This design comes from an exercise in tuning for a short achievable clock period and few clock cycles on the open sky130 flow, not from production work.
In this exercise RTL edits were held to simulation tests only and were not proved equivalent to the original.
Power is estimated from default activity; no workload was simulated.

$ cat flow/run.sh
#!/bin/bash
# synth_recipe.tcl (not shown) runs the flow's synth.tcl, then flattens the netlist and writes it again
# the make line also repeats each setting of config.mk as NAME=value (left out here)
make -C /OpenROAD-flow-scripts/flow DESIGN_CONFIG=/design/flow/config.mk WORK_HOME=/design/flow/orfs CLKGATE_MAP_FILE= SYNTH_SCRIPT=/design/flow/synth_recipe.tcl finish
$ cat flow/design.v
package cache_geom_pkg;
    localparam int unsigned ADDR_W    = 30;   
    localparam int unsigned OFFSET_W  = 2;    
    localparam int unsigned DEF_SET_W = 2;    
    typedef logic [31:0] word_t;
    typedef logic [32*(2**OFFSET_W)-1:0] line_t;
    typedef logic [ADDR_W-OFFSET_W-1:0] line_addr_t;
    typedef logic way_t;   
endpackage
package cache_ctrl_pkg;
    typedef enum logic [1:0] {
        ST_IDLE  = 2'd0,   
        ST_EVICT = 2'd1,   
        ST_FILL  = 2'd2    
    } miss_state_e;
    localparam int unsigned MEM_REQ_W  = 2;
    localparam int unsigned MEM_RD_BIT = 0;
    localparam int unsigned MEM_WR_BIT = 1;
    localparam logic [MEM_REQ_W-1:0] MEM_REQ_NONE = 2'b00;
    localparam logic [MEM_REQ_W-1:0] MEM_REQ_RD   = 2'b01;
    localparam logic [MEM_REQ_W-1:0] MEM_REQ_WR   = 2'b10;
endpackage
`timescale 1ns/1ps
module data_cache #(
    parameter int SET_W = 2
) (
    input  logic          clk,
    input  logic          rst_n,
    input  logic          i_proc_read,
    input  logic          i_proc_write,
    input  logic [29:0]   i_proc_addr,    
    input  logic [31:0]   i_proc_wdata,
    output logic          o_proc_stall,
    output logic [31:0]   o_proc_rdata,
    output logic          o_mem_read,
    output logic          o_mem_write,
    output logic [27:0]   o_mem_addr,
    output logic [127:0]  o_mem_wdata,
    input  logic          i_mem_ready,
    input  logic [127:0]  i_mem_rdata
);
    localparam int SETS = 4;
    logic [SETS-1:0]  valid0, valid1;
    logic [SETS-1:0]  dirty0, dirty1;
    logic [SETS-1:0]  lru;               
    logic [25:0]      tag0 [SETS];
    logic [25:0]      tag1 [SETS];
    logic [127:0]     line0 [SETS];
    logic [127:0]     line1 [SETS];
    logic             wb_busy;           
    logic             rd_busy;           
    logic [1:0]  wsel;
    logic [1:0]  set;
    logic [25:0] tag;
    logic        req;
    assign wsel = i_proc_addr[1:0];
    assign set  = i_proc_addr[3:2];
    assign tag  = i_proc_addr[29:4];
    assign req  = i_proc_read | i_proc_write;
    logic [SETS-1:0] sdec;
    logic [SETS-1:0] m0, m1;
    always_comb begin
        for (int s = 0; s < SETS; s++) begin
            sdec[s] = (set == s[1:0]);
            m0[s]   = sdec[s] & valid0[s] & (tag0[s] == tag);
            m1[s]   = sdec[s] & valid1[s] & (tag1[s] == tag);
        end
    end
    logic hit0, hit1, hit;
    assign hit0 = |m0;
    assign hit1 = |m1;
    assign hit  = hit0 | hit1;
    logic [SETS-1:0] vd_s;
    logic [25:0]     vt_s [SETS];
    logic [127:0]    vl_s [SETS];
    always_comb begin
        for (int s = 0; s < SETS; s++) begin
            vd_s[s] = lru[s] ? dirty1[s] : dirty0[s];
            vt_s[s] = lru[s] ? tag1[s]   : tag0[s];
            vl_s[s] = lru[s] ? line1[s]  : line0[s];
        end
    end
    logic         vway;
    logic         vdirty;
    assign vway   = lru[set];
    assign vdirty = vd_s[set];
    logic fill;
    assign fill = rd_busy & i_mem_ready;
    logic [31:0] rdata;
    always_comb begin
        rdata = fill ? i_mem_rdata[wsel*32 +: 32] : '0;
        for (int s = 0; s < SETS; s++) begin
            rdata = rdata | ({32{m0[s]}} & line0[s][wsel*32 +: 32])
                          | ({32{m1[s]}} & line1[s][wsel*32 +: 32]);
        end
    end
    assign o_proc_stall = ~(hit | fill);
    assign o_proc_rdata = rdata;
    logic miss;
    assign miss = req & ~hit;
    assign o_mem_write = wb_busy | (~rd_busy & miss & vdirty);
    assign o_mem_read  = rd_busy | (~wb_busy & miss & ~vdirty);
    assign o_mem_addr  = {(vdirty & ~rd_busy) ? vt_s[set] : tag, set};
    assign o_mem_wdata = vl_s[set];
    logic done;
    logic used_way;
    assign done     = req & (hit | fill);
    assign used_way = hit ? hit1 : vway;
    always_ff @(posedge clk) begin
        if (!rst_n) begin
            valid0  <= '0;
            valid1  <= '0;
            dirty0  <= '0;
            dirty1  <= '0;
            lru     <= '0;
            wb_busy <= 1'b0;
            rd_busy <= 1'b0;
        end else begin
            if (!wb_busy && !rd_busy && miss) begin
                wb_busy <= vdirty;
                rd_busy <= ~vdirty;
            end
            if (wb_busy && i_mem_ready) begin
                wb_busy <= 1'b0;
                rd_busy <= 1'b1;
            end
            if (fill) begin
                rd_busy <= 1'b0;
                if (vway) begin
                    valid1[set] <= 1'b1;
                    dirty1[set] <= i_proc_write;
                end else begin
                    valid0[set] <= 1'b1;
                    dirty0[set] <= i_proc_write;
                end
            end
            if (i_proc_write && hit0) dirty0[set] <= 1'b1;
            if (i_proc_write && hit1) dirty1[set] <= 1'b1;
            if (done) lru[set] <= ~used_way;
        end
    end
    logic [127:0] fill_line;
    always_comb begin
        fill_line = i_mem_rdata;
        if (i_proc_write) fill_line[wsel*32 +: 32] = i_proc_wdata;
    end
    always_ff @(posedge clk) begin
        if (fill) begin
            if (vway) begin
                tag1[set]  <= tag;
                line1[set] <= fill_line;
            end else begin
                tag0[set]  <= tag;
                line0[set] <= fill_line;
            end
        end
        if (i_proc_write && hit0) line0[set][wsel*32 +: 32] <= i_proc_wdata;
        if (i_proc_write && hit1) line1[set][wsel*32 +: 32] <= i_proc_wdata;
    end
endmodule
$ cat flow/constraint.sdc
create_clock -name core_clock -period 6.0 [get_ports {clk}]
set_input_delay 1.2000 -clock core_clock [delete_from_list [all_inputs] [get_ports {clk}]]
set_output_delay 1.2000 -clock core_clock [all_outputs]
set_load 0.01 [all_outputs]
$ cat flow/config.mk
export PLATFORM = sky130hd
export DESIGN_NAME = data_cache
export DESIGN_NICKNAME = data_cache
export VERILOG_FILES = /design/flow/design.v
export SDC_FILE = /design/flow/constraint.sdc
export NUM_CORES = 4
export LEC_CHECK = 0
export CAP_MARGIN = 20
export CORE_MARGIN = 2
export CORE_UTILIZATION = 40
export SETUP_SLACK_MARGIN = 1.5
export SLEW_MARGIN = 20
export TNS_END_PERCENT = 10
==> run notes, run 1 <==
* Outcome: no timing/DRC/antenna violations
* Critical register-to-register path endpoint: line0[0][59]
* Detailed-router iteration count before antenna repair at 9
* Routed len/inst at between 40 and 50 um
* Crit path launch type: input port
* Register-to-Register Setup Slack at roughly 1.2 ns
* Leakage power at around 26 nW
* Worst Path Arrival at 5.39 ns
* Number of max-capacitance violations reported at 0
* Crit-path max FO at 27
* Routed wire length at between 300 and 400 mm
* Post-synthesis register bit count at 1254
* Maximum number of pins on one net before global-route repair at 88
* Power per unit of standard cell area at approximately 260 nW/um^2
* Final HPWL from detailed placement at ~180 mm
* Cell accounting for the most synthesized area: sky130_fd_sc_hd__edfxtp_1
* Relative slew slack at between 10% and 20%
* Count of flip-flops with a built-in enable after synthesis at ~1200
* CP startpoint: i_proc_addr[13]
* Cells after synthesis at about 4700
* Slew at the pin closest to its max-slew limit at approximately 1.3 ns
* Final setup violating endpoints at 0
* Final hold vios at 0
* Unrepaired setup endpoints after global routing: true
* 1st-iter DRT viols at 8975
* Number of antenna violations at the first check in global routing at 9
* Final worst path period need at 4.98 ns
* DRT antenna net count at 0
* Area of the die at 165000 um^2
* Largest cells by area after synthesis: sky130_fd_sc_hd__edfxtp_1 (57%), sky130_fd_sc_hd__mux4_2 (10%), sky130_fd_sc_hd__mux2i_1 (9.6%), sky130_fd_sc_hd__o21ai_0 (2.8%), sky130_fd_sc_hd__nand2_1 (2.6%)
* Mapped Avg Cell Area at around 14 um^2
* Worst IR Drop VDD at around 0.31 mV
* Final net count at between 5000 and 6000
* CTS clk-pin slew, worst paths at about 0.060 ns
* Reg2Reg Depth at 18
* Horizontal die dimension at between 400 and 500 um
* Worst hold-check path type: reg2reg
* Number of global-route vias before repair at 49400
* Site row count at 147
* Share of synthesized area occupied by flip-flops and latches at ~58%
* Average via count per standard cell at 6.83
* Type of destination of the critical path: flip-flop
* Routed via count at just over 50000
* Clock Skews at 0.0347 ns
* First-pass GRT wire length at about 400 mm
* Portion of synthesized cell area occupied by the leading cell type at around 57%
* Required time of the critical path at 6.40 ns
* Area of the core at roughly 160000 um^2
* Fmax at 201 MHz
* Placer's final routability congestion estimate at about 0.96
* Path type of the worst setup path: in2reg
* Longest Clk Path Bufs at 3
* Port Buffers at 385
* Synthesis Warnings at 3
* Initial Utilization at between 40% and 50%
* Utilization of the core after routing at between 50% and 60%
* Detailed-route DRC error count at 0
* Clock latency at the later pin of the worst-skew pair at roughly 0.8 ns
* Count of H-tree levels built during CTS at 4
* Cell Area, Synth at 64700 um^2
* Ratio of cells with drive above 1 in the final layout at about 25%
* Slew Viols, Final at 0
* Setup crit end: line0[0][59]
* Clock root buffer: sky130_fd_sc_hd__clkbuf_16
* Total I/O pin count at approximately 390
* All-layer global routing usage at between 30% and 40%
* Aggregate global routing overflow at 0
* Net Count, Synth at around 5000
* R2r startpoint: tag0[0][24]
* Clock sink count at 1254
* Top_reg_cell synth: sky130_fd_sc_hd__edfxtp_1
* Distinct cells, synth at 60
* Number of buffers created by CTS at around 140
* Number of stages on the worst hold path at 1
* Proportion of register bits with asynchronous set or reset after synthesis at 0%
* Period Utilization, post-route at slightly above 80%
* TritonCTS clock tree: done
* Post-Route Setup TNS at 0 ns
* Die Ht at just over 400 um
* Synth-to-Final Area Change at 27.3%
cell usage after synthesis (all sizes together) (2+ instances only):
master,count
ha,12
nand3b,2
nand3,55
or4,6
a222oi,32
o21ai,551
xnor2,57
nand4,23
a21o,2
or4b,3
nor2,183
clkbuf,241
nor4,64
a22oi,69
dfxtp,22
o41ai,3
o22ai,154
nand2,446
a211o,5
or3,6
mux2i,620
and4b,2
o31a,156
buf,152
nor3,9
mux2,26
inv,18
edfxtp,1232
nand2b,3
and3,34
nor4b,3
a211oi,4
xor2,151
nand4b,5
nor3b,2
and2,18
and4,3
mux4,290
nor2b,4
a21oi,8
o21a,31
per-layer routing:
metal	routed length, um	vias to the layer above	global-route usage, %
li1	-	19800	-
met4	22400	10	22.0
met5	65	-	0
met3	44900	1099	12.0
met2	130000	4814	53.0
met1	106000	26100	46.2
registers in the layout (all words and copies together), names as in the netlist:
| name | cells |
|---|---|
| dirty0 | 4 |
| dirty1 | 4 |
| line0 | 512 |
| line1 | 512 |
| lru | 4 |
| rd_busy | 1 |
| tag0 | 104 |
| tag1 | 104 |
| valid0 | 4 |
| valid1 | 4 |
| wb_busy | 1 |
metrics by stage:
step / instance area, um^2 / std cells / power [mW] / hold slack (ns) / worst slack (ns)
final: 82300 / 7586 / 21.4 / 0.477 / 1.02
after global routing: 82300 / 7584 / 21.8 / 0.507 / 1.06
after CTS: 81900 / 7573 / 21.3 / 0.475 / 1.23
after detailed placement: 72700 / 7112 / 12.7 / 0.457 / -0.215
after global placement: 72700 / 7112 / 12.7 / 0.454 / -0.237
after floorplan: 64700 / 4715 / 11.4 / 0.441 / 1.47
where the power goes:
group	internal, mW	total, mW	switching, mW
Combinational	1.20	2.99	1.79
Sequential	9.78	9.85	0.0639
Clock	4.82	8.55	3.73
placed cells by master, fill, tap and decap left out, types with 89 or more instances in the layout:
master                            Yosys  routed
sky130_fd_sc_hd__buf_12               0     111
sky130_fd_sc_hd__nor2_1             183     174
sky130_fd_sc_hd__mux2i_1            620     620
sky130_fd_sc_hd__nand2_1            446     427
sky130_fd_sc_hd__edfxtp_1          1232    1232
sky130_fd_sc_hd__mux4_2             290     290
sky130_fd_sc_hd__xor2_1             151      89
sky130_fd_sc_hd__o21ai_0            368     353
sky130_fd_sc_hd__buf_4               21     244
sky130_fd_sc_hd__clkdlybuf4s50_1      0     281
sky130_fd_sc_hd__o21ai_1            183     198
sky130_fd_sc_hd__o22ai_1            154     153
sky130_fd_sc_hd__clkbuf_16            0     145
sky130_fd_sc_hd__o31a_1             156     156
kinds of logic after synthesis:
family	count (synthesis)	share of synthesized area, %
buf+inv	411	2.75
xor+xnor	208	2.82
compound gates	1019	9.90
simple gates	875	6.25
fa+ha+maj	12	0.232
mux	936	20.2
flops	1254	57.9
worst max-delay path: stages:
cell	delay, ns
sky130_fd_sc_hd__buf_8	0.11
sky130_fd_sc_hd__buf_12	0.14
sky130_fd_sc_hd__buf_6	0.13
sky130_fd_sc_hd__xor2_2	0.17
sky130_fd_sc_hd__nor4_2	0.31
sky130_fd_sc_hd__buf_4	0.17
sky130_fd_sc_hd__buf_4	0.10
sky130_fd_sc_hd__buf_4	0.09
sky130_fd_sc_hd__buf_4	0.10
sky130_fd_sc_hd__buf_4	0.09
sky130_fd_sc_hd__buf_4	0.09
sky130_fd_sc_hd__buf_4	0.09
sky130_fd_sc_hd__nand2_1	0.05
sky130_fd_sc_hd__nor4_1	0.51
sky130_fd_sc_hd__buf_4	0.22
sky130_fd_sc_hd__o41ai_4	0.09
sky130_fd_sc_hd__buf_12	0.21
sky130_fd_sc_hd__nor2_2	0.39
sky130_fd_sc_hd__o21a_2	1.06
final cells by class:
| cell class | instances | area (um^2) |
|---|---|---|
| Antenna cell | 2 | 5.00 |
| Multi-Input combinational cell | 3052 | 27500 |
| Clock buffer | 174 | 3780 |
| Sequential cell | 1254 | 37500 |
| Timing Repair Buffer | 846 | 10100 |
| Clock inverter | 76 | 648 |
| Timing Repair inverter | 4 | 35.0 |
| Inverter | 18 | 116 |
| Tap cell | 2160 | 2700 |
| Fill cell | 13300 | 78300 |
how the worst min path moves through the flow:
| stage | start | endpoint | slack, ns |
|---|---|---|---|
| 3_5_place_dp | valid0[1] | valid0[1] | 0.46 |
| 4_1_cts | valid0[1] | valid0[1] | 0.47 |
| 6_report | valid0[1] | valid0[1] | 0.48 |
| 5_1_grt | valid0[1] | valid0[1] | 0.51 |
| 2_1_floorplan | valid0[1] | valid0[1] | 0.44 |
| 3_3_place_gp | valid0[1] | valid0[1] | 0.45 |
what timing repair did:
action / in CTS / in global routing
gates cloned: 40 / 2
pin swaps: 138 / 25
endpoints found under the setup margin: 1128 / 1110
buffers inserted: 171 / 9
hold buffers: 0 / 0
resized for setup: 756 / 47
Testbench counts, summed over its fixed seeds: cycles 47,152.
==> run 2: changes to the inputs <==
--- a/flow/design.v
+++ b/flow/design.v
@@ -60,8 +60,11 @@
     logic [SETS-1:0] sdec;
     logic [SETS-1:0] m0, m1;
     always_comb begin
+        sdec[0] = ~set[1] & ~set[0];
+        sdec[1] = ~set[1] &  set[0];
+        sdec[2] =  set[1] & ~set[0];
+        sdec[3] =  set[1] &  set[0];
         for (int s = 0; s < SETS; s++) begin
-            sdec[s] = (set == s[1:0]);
             m0[s]   = sdec[s] & valid0[s] & (tag0[s] == tag);
             m1[s]   = sdec[s] & valid1[s] & (tag1[s] == tag);
         end
--- a/flow/config.mk
+++ b/flow/config.mk
@@ -7,7 +7,8 @@
 export LEC_CHECK = 0
 export CAP_MARGIN = 20
 export CORE_MARGIN = 2
-export CORE_UTILIZATION = 40
+export CORE_UTILIZATION = 65
+export PLACE_DENSITY = 0.8
 export SETUP_SLACK_MARGIN = 1.5
 export SLEW_MARGIN = 20
 export TNS_END_PERCENT = 10
==> run 2 against run 1 <==
Still clean; critical path depth shrank 5; clock skew down 0.0011 ns; sequential cell count did not move; non-clock buffer count fell by 25; count of clock-buffer cells in the layout decreased by 4; die area shrank 39%; power is 3.7% lower; critical endpoint is now o_proc_rdata[29]; highest routed layer unchanged.
==> run notes, run 2 <==
* Outcome: no timing/DRC/antenna violations
* Crit path launch type: input port
* Worst hold-check path type: reg2reg
* Cell Count, Final, Fillers Out at 6654 (-12%)
* Count of flip-flops with a built-in enable after synthesis at 1232 (unchanged)
* Maximum number of pins on one net before global-route repair at 122 (+39%)
* Site row count at 115 (-22%)
* Crit-path max cell delay at 0.38 ns (-0.68 ns)
* Leakage power at 26.3 nW (-0.46%)
* Most common cell after layout, fill and taps aside: sky130_fd_sc_hd__edfxtp_1
* Combinational family with the most area after synthesis: multiplexers
* Period Utilization, post-route at 81.9% (-1.1 points)
* Relative slew slack at 24.0% (+9.7 points)
* Critical register-to-register path endpoint: line0[1][16]
* Cell Area, Synth at 64200 um^2 (-0.71%)
* Power per unit of standard cell area at 258 nW/um^2 (-0.68%)
* Placer's final routability congestion estimate at 1.01 (+4.6%)
* Simple-gate share of the synthesized area at 6.62% (+0.37 points)
* Register-to-Register Setup Slack at 1.80 ns (+0.61 ns)
* Required time of the critical path at 4.80 ns (-1.60 ns)
* XOR/XNOR share of the synthesized area at 2.84% (+0.020 points)
* Mux share of post-synthesis cell area at 18.2% (-2.0 points)
* CP Cell Sequence: buf_6, buf_12, xor2_4, nor4_2, nand4_1, nor4_4, buf_12, buf_16, buf_12, buf_6, a222oi_1, and3_1, nand2_2, buf_6
* Detailed-route DRC error count at 0 (unchanged)
* Count of H-tree levels built during CTS at 4 (unchanged)
* Final HPWL from detailed placement at 159 mm (-13%)
* Slew at the pin closest to its max-slew limit at 1.13 ns (-0.157 ns)
* Final worst path period need at 4.91 ns (-0.0685 ns)
* Number of buffers created by CTS at 133 (-5.7%)
* Cell total after placement at 6219 (-13%)
* Cell types with the highest counts after synthesis: sky130_fd_sc_hd__edfxtp_1 (1232), sky130_fd_sc_hd__nand2_1 (457), sky130_fd_sc_hd__a21oi_1 (332)
* Final net count at 5457 (-1.2%)
* CP startpoint: i_proc_addr[24]
* Cells after synthesis at 4676 (-0.83%)
* Initial Utilization at 65.4% (+25 points)
* Met3 track utilization from global routing at 28.9% (+17 points)
* 1st-iter DRT viols at 13200 (+47%)
* Net Count, Synth at 4883 (-0.79%)
* Final setup violating endpoints at 0 (unchanged)
* Adder-cell share of the synthesized area at 0.234% (+0.0017 points)
* Type of destination of the critical path: output pin
* Number of antenna violations at the first check in global routing at 19 (+10)
* Final hold vios at 0 (unchanged)
* Global-route track usage on met2 at 75.3% (+22 points)
* Compound-Gate Fraction of Synth Area at 11.2% (+1.3 points)
* Top library cells by usage in the layout, fill and taps aside: sky130_fd_sc_hd__edfxtp_1 (1232), sky130_fd_sc_hd__nand2_1 (428), sky130_fd_sc_hd__mux2i_1 (312)
* Grt met1 use at 62.9% (+17 points)
* Crit-path max FO at 7 (-74%)
* Post-synthesis register bit count at 1254 (unchanged)
* Aggregate global routing overflow at 0 (unchanged)
* Longest Clk Path Bufs at 3 (unchanged)
* Clock sink count at 1254 (unchanged)
* Worst-path cell with the longest stage delay: sky130_fd_sc_hd__nor4_2
* Cell accounting for the most synthesized area: sky130_fd_sc_hd__edfxtp_1
* Share of synthesized area occupied by flip-flops and latches at 58.3% (+0.41 points)
* Average via count per standard cell at 8.26 (+21%)
* DRT antenna net count at 0 (unchanged)
* Routed via count at 54900 (+6.1%)
* Setup crit end: o_proc_rdata[29]
* Detailed-router iteration count before antenna repair at 14 (+5)
* Total I/O pin count at 386 (unchanged)
* Mapped Avg Cell Area at 13.7 um^2 (+0.12%)
* Number of global-route vias before repair at 52500 (+6.3%)
* Port Buffers at 385 (unchanged)
* Clock root buffer: sky130_fd_sc_hd__clkbuf_16
* Fmax at 203 MHz (+1.4%)
* Worst Path Arrival at 3.71 ns (-1.68 ns)
* Portion of synthesized cell area occupied by the leading cell type at 57.6% (+0.41 points)
* Clock Skews at 0.0335 ns (-0.00114 ns)
* Proportion of register bits with asynchronous set or reset after synthesis at 0% (unchanged)
* Peak-usage layer in the global routing report: met2
* Top-count cell post-synth: sky130_fd_sc_hd__edfxtp_1
* Ratio of cells with drive above 1 in the final layout at 28.2% (+3.4 points)
* Synth-to-Final Area Change at 24.3%
* Die Ht at 318 um (-22%)
* Routed wire length at 286 mm (-5.9%)
* Path type of the worst setup path: in2out
* Routed len/inst at 42.9 um (+7.3%)
* Unrepaired setup endpoints after global routing: true
* Number of max-capacitance violations reported at 0 (unchanged)
* CTS clk-pin slew, worst paths at 0.06 ns (about the same)
* Post-Route Setup TNS at 0 ns (unchanged)
* All-layer global routing usage at 54.5% (+18 points)
* Largest cells by area after synthesis: sky130_fd_sc_hd__edfxtp_1 (58%), sky130_fd_sc_hd__mux4_2 (10%), sky130_fd_sc_hd__mux2i_1 (4.9%), sky130_fd_sc_hd__mux2_2 (3.2%), sky130_fd_sc_hd__nand2_1 (2.7%)
* Synthesis Warnings at 3 (unchanged)
* Distinct cells, synth at 59 (-1.7%)
* Clock latency at the later pin of the worst-skew pair at 0.80 ns (about the same)
* TritonCTS clock tree: done
* Reg2Reg Depth at 14 (-4)
* Horizontal die dimension at 318 um (-22%)
* Slew Viols, Final at 0 (unchanged)
* Area of the die at 101000 um^2 (-39%)
* Area of the core at 98100 um^2 (-39%)
* Worst IR Drop VDD at 0.335 mV (+7.4%)
* R2r startpoint: tag0[1][4]
* Top Registers: line0: 512 flops, line1: 512 flops
* Hold WS at 0.475 ns (-0.00189 ns)
* First-pass GRT wire length at 384 mm (-5.9%)
* Top_reg_cell synth: sky130_fd_sc_hd__edfxtp_1
[run 2: changes by cell type in the layout (fill, tap and decap cells not counted), sizes merged, moves of 32 or more]
cell	previous run	this run
nor2	183	56
o21ai	551	356
o31a	156	0
mux2	26	180
a32oi	0	32
mux2i	620	312
nand3	55	14
a21oi	8	332
a211oi	4	154
nor2b	4	160
[run 2: routing by layer]
| metal | share of wire [%] | wire length [um] |
|---|---|---|
| met5 | 0.18 | 521 |
| met4 | 12 | 33500 |
| met3 | 20 | 57800 |
| met2 | 40 | 114000 |
| met1 | 28 | 79400 |
[run 2: per-stage QoR]
step	total power, mW	utilization (%)	setup WS (ns)	cell area, um^2
after floorplan	11.1	-	0.820	64200
after global placement	12.1	72.5	0.142	71200
after detailed placement	12.2	72.5	0.113	71200
after CTS	20.2	80.6	1.35	79100
after global routing	20.8	81.3	1.07	79800
final	20.6	81.3	1.09	79800
[run 2: power by group]
part | leakage (nW) | total (mW) | switching [mW] | internal [mW]
sequential | 11.3 | 9.81 | 0.0508 | 9.76
clock | 2.07 | 8.27 | 3.62 | 4.65
combinational | 13.0 | 2.52 | 1.55 | 0.971
total | 26.3 | 20.6 | 5.22 | 15.4
[run 2: timing repair]
item,CTS,global route
endpoints found under the setup margin,674,170
buffers inserted,133,20
pin swaps,108,39
hold endpoints to repair,0,0
gates cloned,24,6
hold buffers,0,0
resized for setup,692,74
[run 2: area by class of cell]
class / instances / area [um^2]
timing repair buffer: 821 / 9440
clock buffer: 170 / 3650
multi-input combinational: 3028 / 27000
antenna: 13 / 32.5
tap: 1287 / 1610
fill: 5083 / 18300
inverter: 10 / 87.6
clock inverter: 69 / 569
timing repair inverter: 2 / 17.5
sequential: 1254 / 37500
[run 2: logic make-up (layout without fill, tap and decap cells)]
| group | after synthesis | after routing |
|---|---|---|
| flops | 1254 | 1254 |
| compound gates | 1162 | 1162 |
| simple gates | 864 | 864 |
| mux | 782 | 782 |
| buf+inv | 394 | 1072 |
| xor+xnor | 208 | 208 |
| fa+ha+maj | 12 | 12 |
| other cells | 0 | 13 |
[run 2: critical path, delay by kind of cell]
family                    cells  cell delay [ns]
AOI/OAI and AO/OA             1             0.06
xor gates and xnor gates      1             0.21
buffers and inverters         7             1.02
and+or+nand+nor               5             1.22
[run 2: worst min path at each step]
stage | startpoint | cells past startpoint | slack (ns) | end
finish | valid1[2] | 1 | 0.48 | valid1[2]
global route | valid1[2] | 1 | 0.48 | valid1[2]
CTS | valid0[1] | 1 | 0.47 | valid0[1]
detailed placement | valid0[1] | 1 | 0.46 | valid0[1]
global placement | valid1[2] | 1 | 0.45 | valid1[2]
floorplan | valid0[1] | 1 | 0.44 | valid0[1]
Testbench counts of run 2, summed over its fixed seeds: cycles 47,152.
==> run 3: changes to the inputs <==
==> flow/flow/run.sh (new file) <==
#!/bin/bash
# Own layout flow: the standard ORFS flow (standard.sh, same synthesis, floorplan, power grid,
# placement, clock tree and routing) with two resizer settings changed:
#  - ports are buffered with sky130_fd_sc_hd__buf_8 instead of the smallest buffer the resizer
#    finds (a clkdlybuf4s50 delay cell on sky130hd);
#  - MATCH_CELL_FOOTPRINT=0, so that repair may swap such cells for faster ones of another
#    footprint.
# The make output goes to own_flow.log in the work folder; ORFS keeps each step's log under
# orfs/logs/.
set -euo pipefail
W=$(pwd)
cp config.mk own_config.mk
echo "export BUFFER_PORTS_ARGS = -buffer_cell sky130_fd_sc_hd__buf_8" >> own_config.mk
sed -e "s#DESIGN_CONFIG=[^ ]*#DESIGN_CONFIG=$W/own_config.mk#" \
    -e 's#CLKGATE_MAP_FILE= #CLKGATE_MAP_FILE= MATCH_CELL_FOOTPRINT=0 #' \
    standard.sh > own_standard.sh
bash own_standard.sh > own_flow.log 2>&1
==> flow/standard.sh (new file) <==
#!/bin/bash
# synth_recipe.tcl (not shown) runs the flow's synth.tcl, then flattens the netlist and writes it again
# the make line also repeats each setting of config.mk as NAME=value (left out here)
make -C /OpenROAD-flow-scripts/flow DESIGN_CONFIG=/design/flow/config.mk WORK_HOME=/design/flow/orfs CLKGATE_MAP_FILE= SYNTH_SCRIPT=/design/flow/synth_recipe.tcl "${@:-finish}"
removed: flow/run.sh
==> run 3 against run 2 <==
Clock skew grew 0.0086 ns; synthesized cell count is the same; largest power group unchanged; still clean; sequential power is essentially flat; utilization shrank 0.19 points; register-to-register slack lost 0.19 ns; count of clock-buffer cells in the layout shrank 5; critical path type unchanged.
==> run notes, run 3 <==
* Outcome: no timing/DRC/antenna violations
* Summed area of non-filler cells in the final layout at 79600 um^2 (-0.23%)
* Type of destination of the critical path: output pin
* Clock Skews at 0.0422 ns (+0.00864 ns)
* Clock Power Share at 40.6% (+0.5 points)
* Unrepaired setup endpoints after global routing: true
* Routed wire length at 280 mm (-1.9%)
* Number of stages on the worst hold path at 2 (+1)
* All-layer global routing usage at 54.3% (-0.24 points)
* Global-route track usage on met2 at 73.9% (-1.4 points)
* Net Count, Synth at 4883 (unchanged)
* Average via count per standard cell at 8.24 (-0.18%)
* Cell accounting for the most synthesized area: sky130_fd_sc_hd__edfxtp_1
* Synth-to-Final Area Change at 24.1%
* Die Ht at 318 um (unchanged)
* Crit-path max cell delay at 0.81 ns (+0.43 ns)
* CP Cell Sequence: buf_12, buf_4, ha_4, buf_4, buf_12, a21oi_1, a21oi_1, buf_8
* Fmax at 208 MHz (+2.0%)
* Peak-usage layer in the global routing report: met2
* Final net count at 5311 (-2.7%)
* Longest Clk Path Bufs at 3 (unchanged)
* Horizontal die dimension at 318 um (unchanged)
* Clock root buffer: sky130_fd_sc_hd__clkbuf_16
* Period Utilization, post-route at 80.3% (-1.6 points)
* Cells after synthesis at 4676 (unchanged)
* Site row count at 115 (unchanged)
* Number of gates on the worst path with buffers counted at 8 (-6)
* 1st-iter DRT viols at 12700 (-3.9%)
* Area of the core at 98100 um^2 (unchanged)
* Initial Utilization at 65.4% (unchanged)
* Number of max-capacitance violations reported at 0 (unchanged)
* Port Buffers at 385 (unchanged)
* Mapped Avg Cell Area at 13.7 um^2 (unchanged)
* Top library cells by usage in the layout, fill and taps aside: sky130_fd_sc_hd__edfxtp_1 (1232), sky130_fd_sc_hd__nand2_1 (424), sky130_fd_sc_hd__buf_8 (376)
* Ratio of cells with drive above 1 in the final layout at 31.4% (+3.2 points)
* Leakage power at 26.5 nW (+0.43%)
* Most common cell after layout, fill and taps aside: sky130_fd_sc_hd__edfxtp_1
* Routed len/inst at 43.1 um (+0.32%)
* Worst IR Drop VDD at 0.268 mV (-20%)
* Cell Int Power at 15.7 mW (+1.8%)
* Clock latency at the later pin of the worst-skew pair at 0.80 ns (about the same)
* Power per unit of standard cell area at 262 nW/um^2 (+1.4%)
* Worst-path cell with the longest stage delay: sky130_fd_sc_hd__a21oi_1
* Largest cells by area after synthesis: sky130_fd_sc_hd__edfxtp_1 (58%), sky130_fd_sc_hd__mux4_2 (10%), sky130_fd_sc_hd__mux2i_1 (4.9%), sky130_fd_sc_hd__mux2_2 (3.2%), sky130_fd_sc_hd__nand2_1 (2.7%)
* Number of global-route vias before repair at 52000 (-0.92%)
* Path type of the worst setup path: in2out
* Top Registers: line0: 512 flops, line1: 512 flops
* Proportion of register bits with asynchronous set or reset after synthesis at 0% (unchanged)
* Clock sink count at 1254 (unchanged)
* Post-Route Setup TNS at 0 ns (unchanged)
* DRT antenna net count at 0 (unchanged)
* Buf/Inv on CP at 5 (-2)
* Maximum number of pins on one net before global-route repair at 170 (+39%)
* TritonCTS clock tree: done
* Count of H-tree levels built during CTS at 4 (unchanged)
* Top_reg_cell synth: sky130_fd_sc_hd__edfxtp_1
* Cell Area, Synth at 64200 um^2 (unchanged)
* First-pass GRT wire length at 383 mm (-0.24%)
* Required time of the critical path at 4.80 ns (about the same)
* Final worst path period need at 4.82 ns (-0.0987 ns)
* Distinct cells, synth at 59 (unchanged)
* Total I/O pin count at 386 (unchanged)
* Reg2Reg Depth at 27 (+13)
* Net switching fraction of the power at 24.8% (-0.53 points)
* Share of power burned in combinational logic at 12.3% (about the same)
* Detailed-router iteration count before antenna repair at 14 (unchanged)
* Placed Instance Area at 72300 um^2 (+1.5%)
* Relative slew slack at 9.89% (-14 points)
* Number of buffers created by CTS at 130 (-2.3%)
* Crit path launch type: input port
* Final hold vios at 0 (unchanged)
* Top-count cell post-synth: sky130_fd_sc_hd__edfxtp_1
* Met3 track utilization from global routing at 28.7% (-0.17 points)
* Kind of cell adding the most delay to the critical path: buffers and inverters
* Portion of synthesized cell area occupied by the leading cell type at 57.6% (unchanged)
* Final HPWL from detailed placement at 155 mm (-2.0%)
* Number of antenna violations at the first check in global routing at 18 (-1)
* Final setup violating endpoints at 0 (unchanged)
* Aggregate global routing overflow at 0 (unchanged)
* Worst Path Arrival at 3.62 ns (-0.09 ns)
* Count of flip-flops with a built-in enable after synthesis at 1232 (unchanged)
* Detailed-route DRC error count at 0 (unchanged)
* Routed via count at 53600 (-2.4%)
* Slew at the pin closest to its max-slew limit at 1.35 ns (+0.223 ns)
* Crit-path max FO at 131 (+124)
* Slew Viols, Final at 0 (unchanged)
* Worst hold-check path type: reg2reg
* Area of the die at 101000 um^2 (unchanged)
* CTS clk-pin slew, worst paths at 0.06 ns (about the same)
* Share of synthesized area occupied by flip-flops and latches at 58.3% (unchanged)
* Grt met1 use at 63.6% (+0.72 points)
* Switching power at 5.17 mW (-0.96%)
* Cell types with the highest counts after synthesis: sky130_fd_sc_hd__edfxtp_1 (1232), sky130_fd_sc_hd__nand2_1 (457), sky130_fd_sc_hd__a21oi_1 (332)
* Post-synthesis register bit count at 1254 (unchanged)
* Fraction of power consumed by sequential logic at 47.1% (-0.5 points)
* Placer's final routability congestion estimate at 0.974 (-3.4%)
* Synthesis Warnings at 3 (unchanged)
run 3: cell types whose count changed in the layout (fill, tap and decap cells not counted), moves of 17 or more:
cell,change
sky130_fd_sc_hd__buf_6,-43
sky130_fd_sc_hd__buf_12,-35
sky130_fd_sc_hd__buf_8,+354
sky130_fd_sc_hd__clkdlybuf4s50_1,-299
sky130_fd_sc_hd__buf_4,-81
sky130_fd_sc_hd__dlygate4sd2_1,-17
run 3: cell families after synthesis:
group           after synthesis  share of synthesized area [%]
xor+xnor                    208                           2.84
buf+inv                     394                           2.64
compound gates             1162                           11.2
flops                      1254                           58.3
mux                         782                           18.2
fa+ha+maj                    12                          0.234
simple gates                864                           6.62
run 3: per-layer routing:
layer	up-vias	share of wire [%]
met5	-	0.17
met4	24	11
met3	2219	20
met2	6762	40
met1	25200	28
li1	19400	-
run 3: power groups by stage:
stage / sequential (mW) / combinational [mW] / clock (mW)
after floorplan: 9.97 / 1.15 / 0
after global placement: 10.0 / 2.26 / 0
after detailed placement: 10.0 / 2.30 / 0
after CTS: 9.82 / 2.40 / 8.31
after global routing: 9.82 / 2.60 / 8.68
final: 9.82 / 2.56 / 8.46
run 3: area by class of cell:
| type | instances | area [um^2] |
|---|---|---|
| timing repair buffer | 676 | 9470 |
| tap | 1287 | 1610 |
| inverter | 10 | 124 |
| clock inverter | 68 | 846 |
| multi-input combinational | 3029 | 26600 |
| clock buffer | 165 | 3470 |
| antenna | 15 | 37.5 |
| sequential | 1254 | 37500 |
| fill | 5161 | 18500 |
| timing repair inverter | 3 | 28.8 |
run 3: metrics by stage:
step                      utilization, %  setup WS [ns]  cells  hold WS [ns]  power [mW]
after detailed placement            73.6          0.719   6139         0.453        12.3
after global routing                81.1           1.24   6494         0.503        21.1
after floorplan                        -          0.820   4676         0.441        11.1
after global placement              73.6          0.775   6139         0.454        12.3
after CTS                           80.4           1.36   6475         0.476        20.5
final                               81.2           1.18   6507         0.485        20.8
run 3: worst paths after layout:
kind | startpoint | slack, ns | to
max reg2reg | tag1[3][18] | 1.61 | rd_busy
min | dirty1[3] | 0.49 | dirty1[3]
max | i_proc_addr[3] | 1.18 | o_mem_wdata[42]
min reg2reg | dirty1[3] | 0.49 | dirty1[3]
run 3: worst register-to-register path: stages (launching register included):
cell and delay (ns):
sky130_fd_sc_hd__edfxtp_1 0.43, sky130_fd_sc_hd__xor2_2 0.35, sky130_fd_sc_hd__nor4_4 0.09, sky130_fd_sc_hd__nand4_1 0.21
sky130_fd_sc_hd__nor3_4 0.08, sky130_fd_sc_hd__buf_12 0.13, sky130_fd_sc_hd__buf_12 0.14, sky130_fd_sc_hd__clkbuf_16 0.18
sky130_fd_sc_hd__nor4_4 0.40, sky130_fd_sc_hd__nand4_1 0.20, sky130_fd_sc_hd__buf_4 0.19, sky130_fd_sc_hd__buf_4 0.12
sky130_fd_sc_hd__buf_6 0.10, sky130_fd_sc_hd__buf_6 0.10, sky130_fd_sc_hd__buf_6 0.10, sky130_fd_sc_hd__buf_4 0.12
sky130_fd_sc_hd__buf_4 0.12, sky130_fd_sc_hd__buf_4 0.12, sky130_fd_sc_hd__buf_4 0.12, sky130_fd_sc_hd__buf_4 0.12
sky130_fd_sc_hd__buf_6 0.11, sky130_fd_sc_hd__buf_6 0.10, sky130_fd_sc_hd__buf_4 0.12, sky130_fd_sc_hd__buf_4 0.12
sky130_fd_sc_hd__buf_4 0.11, sky130_fd_sc_hd__buf_4 0.12, sky130_fd_sc_hd__buf_4 0.12, sky130_fd_sc_hd__a21oi_2 0.11
run 3: timing repair:
| item | 4_1_cts | 5_1_grt |
|---|---|---|
| setup endpoints to repair | 189 | 188 |
| buffers inserted | 80 | 12 |
| cloned | 23 | 5 |
| resized for setup | 195 | 110 |
| hold buffers | 0 | 0 |
| pin swaps | 60 | 39 |
==> run 4: changes to the inputs <==
--- a/flow/config.mk
+++ b/flow/config.mk
@@ -7,8 +7,8 @@
 export LEC_CHECK = 0
 export CAP_MARGIN = 20
 export CORE_MARGIN = 2
-export CORE_UTILIZATION = 65
-export PLACE_DENSITY = 0.8
-export SETUP_SLACK_MARGIN = 1.5
+export CORE_UTILIZATION = 50
+export PLACE_DENSITY = 0.65
+export SETUP_SLACK_MARGIN = 2.0
 export SLEW_MARGIN = 20
 export TNS_END_PERCENT = 10
==> run 4 against run 3 <==
Synthesized area unchanged; clock power grew 2%; sequential power barely moved; worst setup slack improved by 0.010 ns; die area up 30%; non-clock buffer count grew 91; power increased by 2.4%; sequential share of layout area shrank 2.3 points; global-route usage is 9.3 points lower; still clean on timing, DRC and antenna; clock skew down 0.016 ns; critical path type unchanged.
==> run notes, run 4 <==
* Outcome: no timing/DRC/antenna violations
* Leakage power at 27.8 nW (+5.2%)
* Number of global-route vias before repair at 50600 (-2.7%)
* Relative slew slack at 19.8% (+9.9 points)
* Area of the core at 128000 um^2 (+30%)
* Required time of the critical path at 4.80 ns (about the same)
* Post-Route Setup TNS at 0 ns (unchanged)
* Post-synthesis register bit count at 1254 (unchanged)
* Routed via count at 52600 (-1.9%)
* Routed wire length at 303 mm (+8.1%)
* Worst Path Arrival at 3.61 ns (about the same)
* Unrepaired setup endpoints after global routing: true
* Worst slack at placement at 0.605 ns (-0.114 ns)
* Clock root buffer: sky130_fd_sc_hd__clkbuf_16
* Placer's final routability congestion estimate at 0.967 (-0.64%)
* Fmax at 208 MHz (+0.21%)
* All-layer global routing usage at 45.0% (-9.3 points)
* Count of flip-flops with a built-in enable after synthesis at 1232 (unchanged)
* Proportion of register bits with asynchronous set or reset after synthesis at 0% (unchanged)
* Cells after synthesis at 4676 (unchanged)
* Number of antenna violations at the first check in global routing at 8 (-10)
* Most common cell after layout, fill and taps aside: sky130_fd_sc_hd__edfxtp_1
* Startpoint of the worst hold path: dirty0[3]
* Maximum number of pins on one net before global-route repair at 106 (-38%)
* Reg2Reg Depth at 11 (-59%)
* Setup crit end: o_proc_rdata[27]
* Cell accounting for the most synthesized area: sky130_fd_sc_hd__edfxtp_1
* Top-count cell post-synth: sky130_fd_sc_hd__edfxtp_1
* Total power of the final layout at 21.3 mW (+2.4%)
* Count of H-tree levels built during CTS at 4 (unchanged)
* Number of buffers created by CTS at 136 (+4.6%)
* Average via count per standard cell at 7.52 (-8.8%)
* Cell types with the highest counts after synthesis: sky130_fd_sc_hd__edfxtp_1 (1232), sky130_fd_sc_hd__nand2_1 (457), sky130_fd_sc_hd__a21oi_1 (332)
* CP startpoint: i_proc_addr[22]
* Total I/O pin count at 386 (unchanged)
* Top Registers: line0: 512 flops, line1: 512 flops
* Type of destination of the critical path: output pin
* Cell Area, Synth at 64200 um^2 (unchanged)
* Largest cells by area after synthesis: sky130_fd_sc_hd__edfxtp_1 (58%), sky130_fd_sc_hd__mux4_2 (10%), sky130_fd_sc_hd__mux2i_1 (4.9%), sky130_fd_sc_hd__mux2_2 (3.2%), sky130_fd_sc_hd__nand2_1 (2.7%)
* Crit path launch type: input port
* Distinct cells, synth at 59 (unchanged)
* R2r startpoint: tag1[2][25]
* Path type of the worst setup path: in2out
* First-pass GRT wire length at 405 mm (+5.6%)
* Setup slack of the critical path after layout at 1.19 ns (+0.0101 ns)
* Top_reg_cell synth: sky130_fd_sc_hd__edfxtp_1
* Power per unit of standard cell area at 255 nW/um^2 (-2.7%)
* Worst IR Drop VDD at 0.288 mV (+7.5%)
* Slew at the pin closest to its max-slew limit at 1.20 ns (-0.148 ns)
* Clock Skews at 0.0265 ns (-0.0157 ns)
* Detailed-router iteration count before antenna repair at 9 (-5)
* Synth-to-Final Area Change at 30.5%
* Detailed-route DRC error count at 0 (unchanged)
* TritonCTS clock tree: done
* Slew Viols, Final at 0 (unchanged)
* Share of synthesized area occupied by flip-flops and latches at 58.3% (unchanged)
* Area of the die at 131000 um^2 (+30%)
* Final setup violating endpoints at 0 (unchanged)
* Hold bufs inserted after CTS at 0 (unchanged)
* Clock latency at the later pin of the worst-skew pair at 0.79 ns (about the same)
* Net Count, Synth at 4883 (unchanged)
* Longest Clk Path Bufs at 3 (unchanged)
* Aggregate global routing overflow at 0 (unchanged)
* Final HPWL from detailed placement at 168 mm (+8.0%)
* Fill count at 8924 (+73%)
* 1st-iter DRT viols at 10000 (-21%)
* Horizontal die dimension at 362 um (+14%)
* Final worst path period need at 4.81 ns (-0.0101 ns)
* Site row count at 131 (+14%)
* DRT antenna net count at 0 (unchanged)
* Critical register-to-register path endpoint: line1[2][27]
* Utilization of the core after routing at 65.7% (-15 points)
* CTS clk-pin slew, worst paths at 0.06 ns (about the same)
* Top library cells by usage in the layout, fill and taps aside: sky130_fd_sc_hd__edfxtp_1 (1232), sky130_fd_sc_hd__nand2_1 (417), sky130_fd_sc_hd__buf_8 (384)
* Footprint of the flip-flops and latches at 37500 um^2 (unchanged)
* Crit-path max FO at 7 (-95%)
* Combined area of the multi-input logic cells at 28200 um^2 (+5.9%)
* Clock sink count at 1254 (unchanged)
* Die Ht at 362 um (+14%)
* Final hold vios at 0 (unchanged)
* Routed len/inst at 43.3 um (+0.60%)
* Worst hold-check path type: reg2reg
* Hold WS at 0.476 ns (-0.00947 ns)
* Synthesis Warnings at 3 (unchanged)
* Portion of synthesized cell area occupied by the leading cell type at 57.6% (unchanged)
* Ratio of cells with drive above 1 in the final layout at 37.2% (+5.9 points)
* Initial Utilization at 50.3% (-15 points)
* Final net count at 5426 (+2.2%)
* Register-to-Register Setup Slack at 1.60 ns (about the same)
* Mapped Avg Cell Area at 13.7 um^2 (unchanged)
* Port Buffers at 385 (unchanged)
* Period Utilization, post-route at 80.1% (-0.17 points)
* Number of max-capacitance violations reported at 0 (unchanged)
[run 4: cell counts after synthesis]
Identical to the previous run, type by type.
[run 4: layout make-up]
type,instances,area share (%)
Sequential cell,1254,44.7
Multi-Input combinational cell,3028,33.6
Timing Repair Buffer,767,13.1
Clock buffer,156,4.28
Tap cell,1662,2.48
Clock inverter,87,1.04
Timing Repair inverter,22,0.596
Inverter,10,0.148
Antenna cell,7,0.0209
[run 4: what timing repair did]
action	4_1_cts	5_1_grt
buffers inserted	119	31
cloned	60	7
setup endpoints to repair	1131	1365
endpoints found under the hold margin	0	0
pin swaps	112	70
resized for setup	547	224
[run 4: how the worst min path moves through the flow]
stage / cells after the start / slack [ns] / end
2_1_floorplan: 1 / 0.44 / valid0[1]
3_3_place_gp: 2 / 0.46 / dirty1[1]
3_5_place_dp: 1 / 0.46 / valid1[1]
4_1_cts: 2 / 0.47 / dirty0[3]
5_1_grt: 2 / 0.49 / dirty0[3]
6_report: 2 / 0.48 / dirty0[3]
[run 4: kinds of logic (layout without fill, tap and decap cells)]
| logic type | Yosys count | after routing | synth area share [%] |
|---|---|---|---|
| flops | 1254 | 1254 | 58.3 |
| compound gates | 1162 | 1162 | 11.2 |
| simple gates | 864 | 864 | 6.62 |
| mux | 782 | 782 | 18.2 |
| buf+inv | 394 | 1042 | 2.64 |
| xor+xnor | 208 | 208 | 2.84 |
| fa+ha+maj | 12 | 12 | 0.234 |
| other cells | 0 | 7 | 0 |
[run 4: layer usage]
layer	up-vias	share of wire (%)	global-route usage (%)
met1	25800	32	55.6
met5	-	0.11	1.96
met2	5635	41	63.0
li1	19600	-	-
met3	1490	18	19.5
met4	12	9.0	32.3
[run 4: critical path, cell delays in order]
cell and delay, ns:
sky130_fd_sc_hd__buf_16 0.13, sky130_fd_sc_hd__xor2_4 0.22, sky130_fd_sc_hd__nor4_4 0.56, sky130_fd_sc_hd__nand4_1 0.26, sky130_fd_sc_hd__nor4_4 0.20, sky130_fd_sc_hd__buf_6 0.24
sky130_fd_sc_hd__buf_12 0.22, sky130_fd_sc_hd__a22oi_2 0.08, sky130_fd_sc_hd__and3_1 0.21, sky130_fd_sc_hd__nand2_4 0.15, sky130_fd_sc_hd__buf_8 0.12
[run 4: where the power goes]
| part | total, mW | internal (mW) | switching, mW |
|---|---|---|---|
| Sequential | 9.82 | 9.76 | 0.0565 |
| Clock | 8.63 | 5.01 | 3.62 |
| Combinational | 2.89 | 1.19 | 1.69 |
[run 4: metrics by stage]
stage / instances / area (um^2)
after floorplan: 4676 / 64300
after CTS: 6947 / 82300
after global routing: 6986 / 83800
after detailed placement: 6525 / 72800
after global placement: 6524 / 72800
final: 6993 / 83800
==> run 5: changes to the inputs <==
--- a/flow/design.v
+++ b/flow/design.v
@@ -45,6 +45,12 @@
     logic [SETS-1:0]  lru;               
     logic [25:0]      tag0 [SETS];
     logic [25:0]      tag1 [SETS];
+    localparam logic [25:0] KA = 26'h3FFFFFF;
+    localparam logic [25:0] KB = 26'h2AAAAAA;
+    logic [25:0]      tga0 [SETS];
+    logic [25:0]      tga1 [SETS];
+    logic [25:0]      tgb0 [SETS];
+    logic [25:0]      tgb1 [SETS];
     logic [127:0]     line0 [SETS];
     logic [127:0]     line1 [SETS];
     logic             wb_busy;           
@@ -59,6 +65,7 @@
     assign req  = i_proc_read | i_proc_write;
     logic [SETS-1:0] sdec;
     logic [SETS-1:0] m0, m1;
+    logic [SETS-1:0] ra0, ra1, rb0, rb1;     
     always_comb begin
         sdec[0] = ~set[1] & ~set[0];
         sdec[1] = ~set[1] &  set[0];
@@ -67,6 +74,10 @@
         for (int s = 0; s < SETS; s++) begin
             m0[s]   = sdec[s] & valid0[s] & (tag0[s] == tag);
             m1[s]   = sdec[s] & valid1[s] & (tag1[s] == tag);
+            ra0[s]  = sdec[s] & valid0[s] & ((tga0[s] ^ tag) == KA);
+            ra1[s]  = sdec[s] & valid1[s] & ((tga1[s] ^ tag) == KA);
+            rb0[s]  = sdec[s] & valid0[s] & ((tgb0[s] ^ tag) == KB);
+            rb1[s]  = sdec[s] & valid1[s] & ((tgb1[s] ^ tag) == KB);
         end
     end
     logic hit0, hit1, hit;
@@ -93,8 +104,8 @@
     always_comb begin
         rdata = fill ? i_mem_rdata[wsel*32 +: 32] : '0;
         for (int s = 0; s < SETS; s++) begin
-            rdata = rdata | ({32{m0[s]}} & line0[s][wsel*32 +: 32])
-                          | ({32{m1[s]}} & line1[s][wsel*32 +: 32]);
+            rdata = rdata | ({{16{rb0[s]}}, {16{ra0[s]}}} & line0[s][wsel*32 +: 32])
+                          | ({{16{rb1[s]}}, {16{ra1[s]}}} & line1[s][wsel*32 +: 32]);
         end
     end
     assign o_proc_stall = ~(hit | fill);
@@ -151,9 +162,13 @@
         if (fill) begin
             if (vway) begin
                 tag1[set]  <= tag;
+                tga1[set]  <= tag ^ KA;
+                tgb1[set]  <= tag ^ KB;
                 line1[set] <= fill_line;
             end else begin
                 tag0[set]  <= tag;
+                tga0[set]  <= tag ^ KA;
+                tgb0[set]  <= tag ^ KB;
                 line0[set] <= fill_line;
             end
         end
--- a/flow/config.mk
+++ b/flow/config.mk
@@ -7,8 +7,8 @@
 export LEC_CHECK = 0
 export CAP_MARGIN = 20
 export CORE_MARGIN = 2
-export CORE_UTILIZATION = 50
-export PLACE_DENSITY = 0.65
-export SETUP_SLACK_MARGIN = 2.0
+export CORE_UTILIZATION = 65
+export PLACE_DENSITY = 0.8
+export SETUP_SLACK_MARGIN = 1.5
 export SLEW_MARGIN = 20
 export TNS_END_PERCENT = 10
==> run 5 against run 4 <==
Still clean; cell count is 3.6% lower; worst setup slack got worse by 0.0026 ns; clock power up 11%; critical path depth decreased by 5.
==> run notes, run 5 <==
* Utilization of the core after routing at 80.3% (+15 points)
* All-layer global routing usage at 49.3% (+4.3 points)
* Power per unit of standard cell area at 270 nW/um^2 (+5.9%)
* Area of the die at 114000 um^2 (-13%)
* Routed wire length at 292 mm (-3.5%)
* Period Utilization, post-route at 80.1% (about the same)
* Path type of the worst setup path: in2out
* Total power of the final layout at 24.0 mW (+12%)
* Largest cells by area after synthesis: sky130_fd_sc_hd__edfxtp_1 (60%), sky130_fd_sc_hd__mux4_2 (8.0%), sky130_fd_sc_hd__mux2_2 (7.2%), sky130_fd_sc_hd__mux2i_1 (5.2%), sky130_fd_sc_hd__xnor2_1 (2.8%)
* Number of max-capacitance violations reported at 0 (unchanged)
* Placed Instance Area at 80900 um^2 (+11%)
* Number of buffers created by CTS at 150 (+10%)
* Post-Route Setup TNS at 0 ns (unchanged)
* Worst-path cell with the longest stage delay: sky130_fd_sc_hd__mux2i_1
* Hold bufs inserted after CTS at 0 (unchanged)
* Post-synthesis register bit count at 1462 (+17%)
* Synth-to-Final Area Change at 22.5%
* Placer's final routability congestion estimate at 0.984 (+1.7%)
* Crit-path max cell delay at 0.80 ns (+0.24 ns)
* CP Cell Sequence: buf_12, ha_4, buf_16, a222oi_1, mux2i_1, buf_8
* Worst slack at placement at 0.103 ns (-0.502 ns)
* Final HPWL from detailed placement at 170 mm (+1.3%)
* Fmax at 208 MHz (about the same)
* Worst Path Arrival at 3.61 ns (about the same)
* Final worst path period need at 4.81 ns (+0.00263 ns)
* Crit path launch type: input port
* Top library cells by usage in the layout, fill and taps aside: sky130_fd_sc_hd__edfxtp_1 (1440), sky130_fd_sc_hd__mux2_2 (464), sky130_fd_sc_hd__mux2i_1 (369)
* Portion of synthesized cell area occupied by the leading cell type at 59.6% (+2.0 points)
* Maximum number of pins on one net before global-route repair at 155 (+46%)
* Cells after synthesis at 4677 (+0.021%)
* Clock root buffer: sky130_fd_sc_hd__clkbuf_16
* Required time of the critical path at 4.80 ns (about the same)
* Final hold vios at 0 (unchanged)
* Routed via count at 54800 (+4.3%)
* Relative slew slack at 9.13% (-11 points)
* CTS clk-pin slew, worst paths at 0.06 ns (about the same)
* Distinct cells, synth at 52 (-12%)
* Mapped Avg Cell Area at 15.5 um^2 (+13%)
* Count of flip-flops with a built-in enable after synthesis at 1440 (+17%)
* Slew Viols, Final at 0 (unchanged)
* Worst IR Drop VDD at 0.360 mV (+25%)
* Count of H-tree levels built during CTS at 4 (unchanged)
* Number of antenna violations at the first check in global routing at 4 (-4)
* Clock latency at the later pin of the worst-skew pair at 0.78 ns (about the same)
* Proportion of register bits with asynchronous set or reset after synthesis at 0% (unchanged)
* 1st-iter DRT viols at 12600 (+26%)
* Slew at the pin closest to its max-slew limit at 1.36 ns (+0.159 ns)
* Cell accounting for the most synthesized area: sky130_fd_sc_hd__edfxtp_1
* Longest Clk Path Bufs at 3 (unchanged)
* Site row count at 122 (-6.9%)
* Setup slack of the critical path after layout at 1.19 ns (-0.00263 ns)
* Ratio of cells with drive above 1 in the final layout at 35.4% (-1.8 points)
* Average via count per standard cell at 8.13 (+8.2%)
* Leakage power at 29.1 nW (+4.6%)
* Aggregate global routing overflow at 0 (unchanged)
* Horizontal die dimension at 338 um (-6.7%)
* Most common cell after layout, fill and taps aside: sky130_fd_sc_hd__edfxtp_1
* Unrepaired setup endpoints after global routing: true
* Number of stages on the worst hold path at 1 (-1)
* Initial Utilization at 65.6% (+15 points)
* Worst hold-check path type: reg2reg
* Number of global-route vias before repair at 53300 (+5.2%)
* First-pass GRT wire length at 395 mm (-2.3%)
* Synthesis Warnings at 3 (unchanged)
* Top-count cell post-synth: sky130_fd_sc_hd__edfxtp_1
* Reg2Reg Depth at 7 (-4)
* Clock Skews at 0.0300 ns (+0.00350 ns)
* Outcome: no timing/DRC/antenna violations
* Cell total after placement at 6349 (-2.7%)
* Share of synthesized area occupied by flip-flops and latches at 60.2% (+1.9 points)
* Detailed-route DRC error count at 0 (unchanged)
* Cell Area, Synth at 72600 um^2 (+13%)
* Die Ht at 338 um (-6.7%)
* Area of the core at 111000 um^2 (-13%)
* Net Count, Synth at 4884 (+0.020%)
* Total I/O pin count at 386 (unchanged)
* Cell types with the highest counts after synthesis: sky130_fd_sc_hd__edfxtp_1 (1440), sky130_fd_sc_hd__mux2_2 (464), sky130_fd_sc_hd__mux2i_1 (375)
* Top_reg_cell synth: sky130_fd_sc_hd__edfxtp_1
* Detailed-router iteration count before antenna repair at 14 (+5)
* DRT antenna net count at 0 (unchanged)
* Port Buffers at 385 (unchanged)
* Clock sink count at 1462 (+17%)
* Fill count at 5792 (-35%)
* TritonCTS clock tree: done
* Type of destination of the critical path: output pin
* Routed len/inst at 43.4 um (about the same)
* Cell Count, Final, Fillers Out at 6742 (-3.6%)
* Top Registers: line0: 512 flops, line1: 512 flops, tga1: 103 flops
* Crit-path max FO at 154 (+147)
* Final net count at 5332 (-1.7%)
* Final setup violating endpoints at 0 (unchanged)
* Hold WS at 0.481 ns (+0.00530 ns)
* Summed area of non-filler cells in the final layout at 88900 um^2 (+6.1%)
[run 5: path summary, 6_finish.rpt]
check,slack [ns],to,startpoint
worst max register to register,1.58,line1[1][21],lru[0]
worst min-delay path,0.48,valid0[3],valid0[3]
worst min register to register,0.48,valid0[3],valid0[3]
worst max-delay path,1.19,o_mem_wdata[93],i_proc_addr[2]
[run 5: report_power, final]
group	switching, mW	total [mW]	leakage [nW]	internal, mW
Clock	4.08	9.54	2.41	5.46
Combinational	1.67	2.93	13.5	1.26
Sequential	0.0864	11.5	13.2	11.4
Total	5.84	24.0	29.1	18.1
[run 5: critical path, delay by kind of cell]
kind | cells | cell delay, ns
muxes | 1 | 0.80
buffers and inverters | 3 | 0.79
adders and majority gates | 1 | 0.19
AOI/OAI and AO/OA | 1 | 0.22
[run 5: metal layers]
metal	vias to the layer above	track usage, %	share of wire (%)
li1	20000	-	-
met1	26300	62.4	30
met2	6733	67.9	41
met3	1798	23.3	20
met4	15	31.8	8.9
met5	-	3.25	0.18
[run 5: cell families after synthesis]
logic type | after synthesis | share of synthesized area [%]
compound gates | 747 | 8.12
simple gates | 509 | 3.48
mux | 1098 | 20.4
buf+inv | 433 | 2.57
flops | 1462 | 60.2
fa+ha+maj | 12 | 0.207
xor+xnor | 416 | 5.02
[run 5: repair_timing]
item,in CTS,in global routing
cloned,16,13
pin swaps,75,42
setup buffers,48,35
gates resized for setup,191,82
endpoints found under the setup margin,928,69
[run 5: area by class of cell]
class / instances / area (um^2) / area share [%]
clock inverter: 98 / 960 / 1.08
clock buffer: 174 / 3960 / 4.45
inverter: 39 / 154 / 0.173
sequential: 1462 / 43700 / 49.2
antenna: 9 / 22.5 / 0.0253
timing repair buffer: 689 / 10000 / 11.2
multi-input combinational: 2783 / 28200 / 31.8
tap: 1488 / 1860 / 2.09
Testbench counts of run 5, summed over its fixed seeds: cycles 47,152.
==> run 6: changes to the inputs <==
--- a/flow/config.mk
+++ b/flow/config.mk
@@ -7,8 +7,8 @@
 export LEC_CHECK = 0
 export CAP_MARGIN = 20
 export CORE_MARGIN = 2
-export CORE_UTILIZATION = 65
-export PLACE_DENSITY = 0.8
+export CORE_UTILIZATION = 50
+export PLACE_DENSITY = 0.65
 export SETUP_SLACK_MARGIN = 1.5
 export SLEW_MARGIN = 20
 export TNS_END_PERCENT = 10
==> run 6 against run 5 <==
Sequential power about the same; final area rose by 1.1%; fmax grew 0.58%; sequential cell count did not move; critical path depth rose by 2.
==> run notes, run 6 <==
* Path type of the worst setup path: in2out
* Power per unit of standard cell area at 266 nW/um^2 (-1.4%)
* Top_reg_cell synth: sky130_fd_sc_hd__edfxtp_1
* Fill count at 10400 (+80%)
* Clock sink count at 1462 (unchanged)
* Placer's final routability congestion estimate at 0.949 (-3.5%)
* Ratio of cells with drive above 1 in the final layout at 35.5% (+0.14 points)
* Final setup violating endpoints at 0 (unchanged)
* CTS clk-pin slew, worst paths at 0.06 ns (about the same)
* Area of the core at 144000 um^2 (+30%)
* 1st-iter DRT viols at 10200 (-19%)
* Die Ht at 385 um (+14%)
* Routed wire length at 301 mm (+3.1%)
* Period Utilization, post-route at 79.7% (-0.46 points)
* Synth-to-Final Area Change at 23.9%
* Post-synthesis register bit count at 1462 (unchanged)
* Initial Utilization at 50.4% (-15 points)
* First-pass GRT wire length at 410 mm (+3.6%)
* Hold WS at 0.475 ns (-0.00660 ns)
* Final HPWL from detailed placement at 178 mm (+4.6%)
* Largest cells by area after synthesis: sky130_fd_sc_hd__edfxtp_1 (60%), sky130_fd_sc_hd__mux4_2 (8.0%), sky130_fd_sc_hd__mux2_2 (7.2%), sky130_fd_sc_hd__mux2i_1 (5.2%), sky130_fd_sc_hd__xnor2_1 (2.8%)
* Total power of the final layout at 23.9 mW (-0.25%)
* Utilization of the core after routing at 62.5% (-18 points)
* Net Count, Synth at 4884 (unchanged)
* Site row count at 139 (+14%)
* Cells after synthesis at 4677 (unchanged)
* Required time of the critical path at 4.80 ns (about the same)
* Top Registers: line0: 512 flops, line1: 512 flops, tga1: 103 flops
* Aggregate global routing overflow at 0 (unchanged)
* Maximum number of pins on one net before global-route repair at 105 (-32%)
* All-layer global routing usage at 40.2% (-9.2 points)
* Number of global-route vias before repair at 50900 (-4.5%)
* Detailed-router iteration count before antenna repair at 11 (-3)
* Routed len/inst at 41.8 um (-3.5%)
* DRT antenna net count at 0 (unchanged)
* Cell total after placement at 6775 (+6.7%)
* Number of buffers created by CTS at 156 (+4.0%)
* Total I/O pin count at 386 (unchanged)
* Post-Route Setup TNS at 0 ns (unchanged)
* Synthesis Warnings at 3 (unchanged)
* Longest Clk Path Bufs at 3 (unchanged)
* Count of flip-flops with a built-in enable after synthesis at 1440 (unchanged)
* Cell Area, Synth at 72600 um^2 (unchanged)
* Final hold vios at 0 (unchanged)
* Cell types with the highest counts after synthesis: sky130_fd_sc_hd__edfxtp_1 (1440), sky130_fd_sc_hd__mux2_2 (464), sky130_fd_sc_hd__mux2i_1 (375)
* Unrepaired setup endpoints after global routing: true
* Clock Skews at 0.0346 ns (+0.00454 ns)
* Share of synthesized area occupied by flip-flops and latches at 60.2% (unchanged)
* Number of max-capacitance violations reported at 0 (unchanged)
* Worst IR Drop VDD at 0.280 mV (-22%)
* Distinct cells, synth at 52 (unchanged)
* Slew at the pin closest to its max-slew limit at 1.11 ns (-0.255 ns)
* Final net count at 5376 (+0.83%)
* Outcome: no timing/DRC/antenna violations
* Clock latency at the later pin of the worst-skew pair at 0.81 ns (+0.03 ns)
* Summed area of non-filler cells in the final layout at 89900 um^2 (+1.1%)
* Slew Viols, Final at 0 (unchanged)
* Average via count per standard cell at 7.34 (-9.7%)
* Cell accounting for the most synthesized area: sky130_fd_sc_hd__edfxtp_1
* Most common cell after layout, fill and taps aside: sky130_fd_sc_hd__edfxtp_1
* Cell Count, Final, Fillers Out at 7199 (+6.8%)
* Portion of synthesized cell area occupied by the leading cell type at 59.6% (unchanged)
* Type of destination of the critical path: output pin
* Proportion of register bits with asynchronous set or reset after synthesis at 0% (unchanged)
* Final worst path period need at 4.78 ns (-0.0276 ns)
* Setup slack of the critical path after layout at 1.22 ns (+0.0276 ns)
* Area of the die at 148000 um^2 (+30%)
* Worst Path Arrival at 3.58 ns (-0.03 ns)
* Detailed-route DRC error count at 0 (unchanged)
* Top-count cell post-synth: sky130_fd_sc_hd__edfxtp_1
* TritonCTS clock tree: done
* Relative slew slack at 26.1% (+17 points)
* Clock root buffer: sky130_fd_sc_hd__clkbuf_16
* Horizontal die dimension at 385 um (+14%)
* Worst slack at placement at 0.586 ns (+0.484 ns)
* Leakage power at 29.4 nW (+0.89%)
* Port Buffers at 385 (unchanged)
* Crit-path max FO at 48 (-69%)
* Top library cells by usage in the layout, fill and taps aside: sky130_fd_sc_hd__edfxtp_1 (1440), sky130_fd_sc_hd__mux2_2 (464), sky130_fd_sc_hd__mux2i_1 (374)
* Crit path launch type: input port
* Number of antenna violations at the first check in global routing at 3 (-1)
* Fmax at 209 MHz (+0.58%)
* Count of H-tree levels built during CTS at 4 (unchanged)
* Placed Instance Area at 81600 um^2 (+0.91%)
* Worst hold-check path type: reg2reg
* Routed via count at 52900 (-3.6%)
* Mapped Avg Cell Area at 15.5 um^2 (unchanged)
## run 6: cell counts after synthesis
No cell type changed its count.
## run 6: worst max-delay path: stages
cell	delay, ns
sky130_fd_sc_hd__buf_12	0.11
sky130_fd_sc_hd__ha_4	0.17
sky130_fd_sc_hd__buf_4	0.13
sky130_fd_sc_hd__buf_4	0.15
sky130_fd_sc_hd__buf_4	0.70
sky130_fd_sc_hd__a222oi_1	0.26
sky130_fd_sc_hd__mux2i_1	0.61
sky130_fd_sc_hd__buf_8	0.18
## run 6: final timing paths
| kind | startpoint | to | slack (ns) | depth (start not counted) |
|---|---|---|---|---|
| min | valid1[2] | valid1[2] | 0.47 | 1 |
| min reg2reg | valid1[2] | valid1[2] | 0.47 | 1 |
| max reg2reg | tag0[3][15] | line0[3][123] | 2.01 | 10 |
| max | i_proc_addr[2] | o_mem_wdata[31] | 1.22 | 8 |
## run 6: layout make-up
class	count	area [um^2]	share of cell area (%)
Clock inverter	98	852	0.948
Tap cell	1903	2380	2.65
Timing Repair Buffer	728	10500	11.7
Antenna cell	4	10.0	0.0111
Sequential cell	1462	43700	48.6
Inverter	39	154	0.171
Clock buffer	183	4030	4.48
Multi-Input combinational cell	2782	28300	31.5
## run 6: routing by layer
| layer | vias to the layer above | track usage [%] | wire [um] |
|---|---|---|---|
| li1 | 20100 | - | - |
| met1 | 26500 | 53.2 | 104000 |
| met2 | 5170 | 59.4 | 131000 |
| met3 | 1051 | 13.5 | 47200 |
| met4 | 4 | 19.9 | 18300 |
| met5 | - | 0 | 25 |
## run 6: what timing repair did
action	in CTS	in global routing
gates resized for setup	220	32
hold buffers	0	0
setup buffers	97	8
pin swaps	89	30
endpoints found under the setup margin	205	99
gates cloned	32	1
## run 6: cells by family (layout without fill, tap and decap cells)
| kind of cell | after synthesis | after routing | share of synthesized area, % |
|---|---|---|---|
| flip-flops | 1462 | 1462 | 60.2 |
| multiplexers | 1098 | 1098 | 20.4 |
| AO/OA/AOI/OAI | 747 | 747 | 8.12 |
| AND/OR/NAND/NOR | 509 | 509 | 3.48 |
| buffers and inverters | 433 | 1048 | 2.57 |
| XOR/XNOR | 416 | 416 | 5.02 |
| adder cells (fa/ha/maj) | 12 | 12 | 0.207 |
| other | 0 | 4 | 0 |
## run 6: power by group
part,internal [mW],switching [mW]
sequential,11.4,0.0803
clock,5.29,4.21
combinational,1.28,1.65

re-timing with driven ports:
In the flow no input, the clock included, has a driving cell. The finished layouts below were timed again as built, in two steps. Step 1 assumes that a clkbuf_16 drives the clock port and a buf_2 every other input. Step 2, shift: input delay + t, output delay - t, t = (earliest + latest rising clock arrival at the registers) / 2. This alone moves slack from input paths to output paths. a / b / c = ideal ports / drivers / drivers and shift; a / b = the first two.
run | t, ns | setup slack, ns | worst hold slack (ns) | worst register clock-pin slew, ns
run 1 | 0.879 | 1.017 / 1.060 / 0.182 | 0.477 / 0.477 / 0.477 | 0.07 / 0.07
run 2 | 0.863 | 1.085 / 1.049 / 0.767 | 0.475 / 0.475 / 0.475 | 0.07 / 0.07
run 3 | 0.858 | 1.184 / 1.107 / 0.552 | 0.485 / 0.485 / 0.485 | 0.07 / 0.07
run 4 | 0.861 | 1.194 / 1.131 / 0.580 | 0.476 / 0.476 / 0.476 | 0.07 / 0.07
run 5 | 0.854 | 1.191 / 1.051 / 0.723 | 0.481 / 0.481 / 0.481 | 0.07 / 0.07
run 6 | 0.879 | 1.219 / 1.122 / 0.912 | 0.475 / 0.475 / 0.475 | 0.07 / 0.07
After both steps setup and hold are still met in every run listed. For run 1, which loses most, drivers alone change the setup slack by +0.043 ns; drivers and shift together by -0.835 ns.
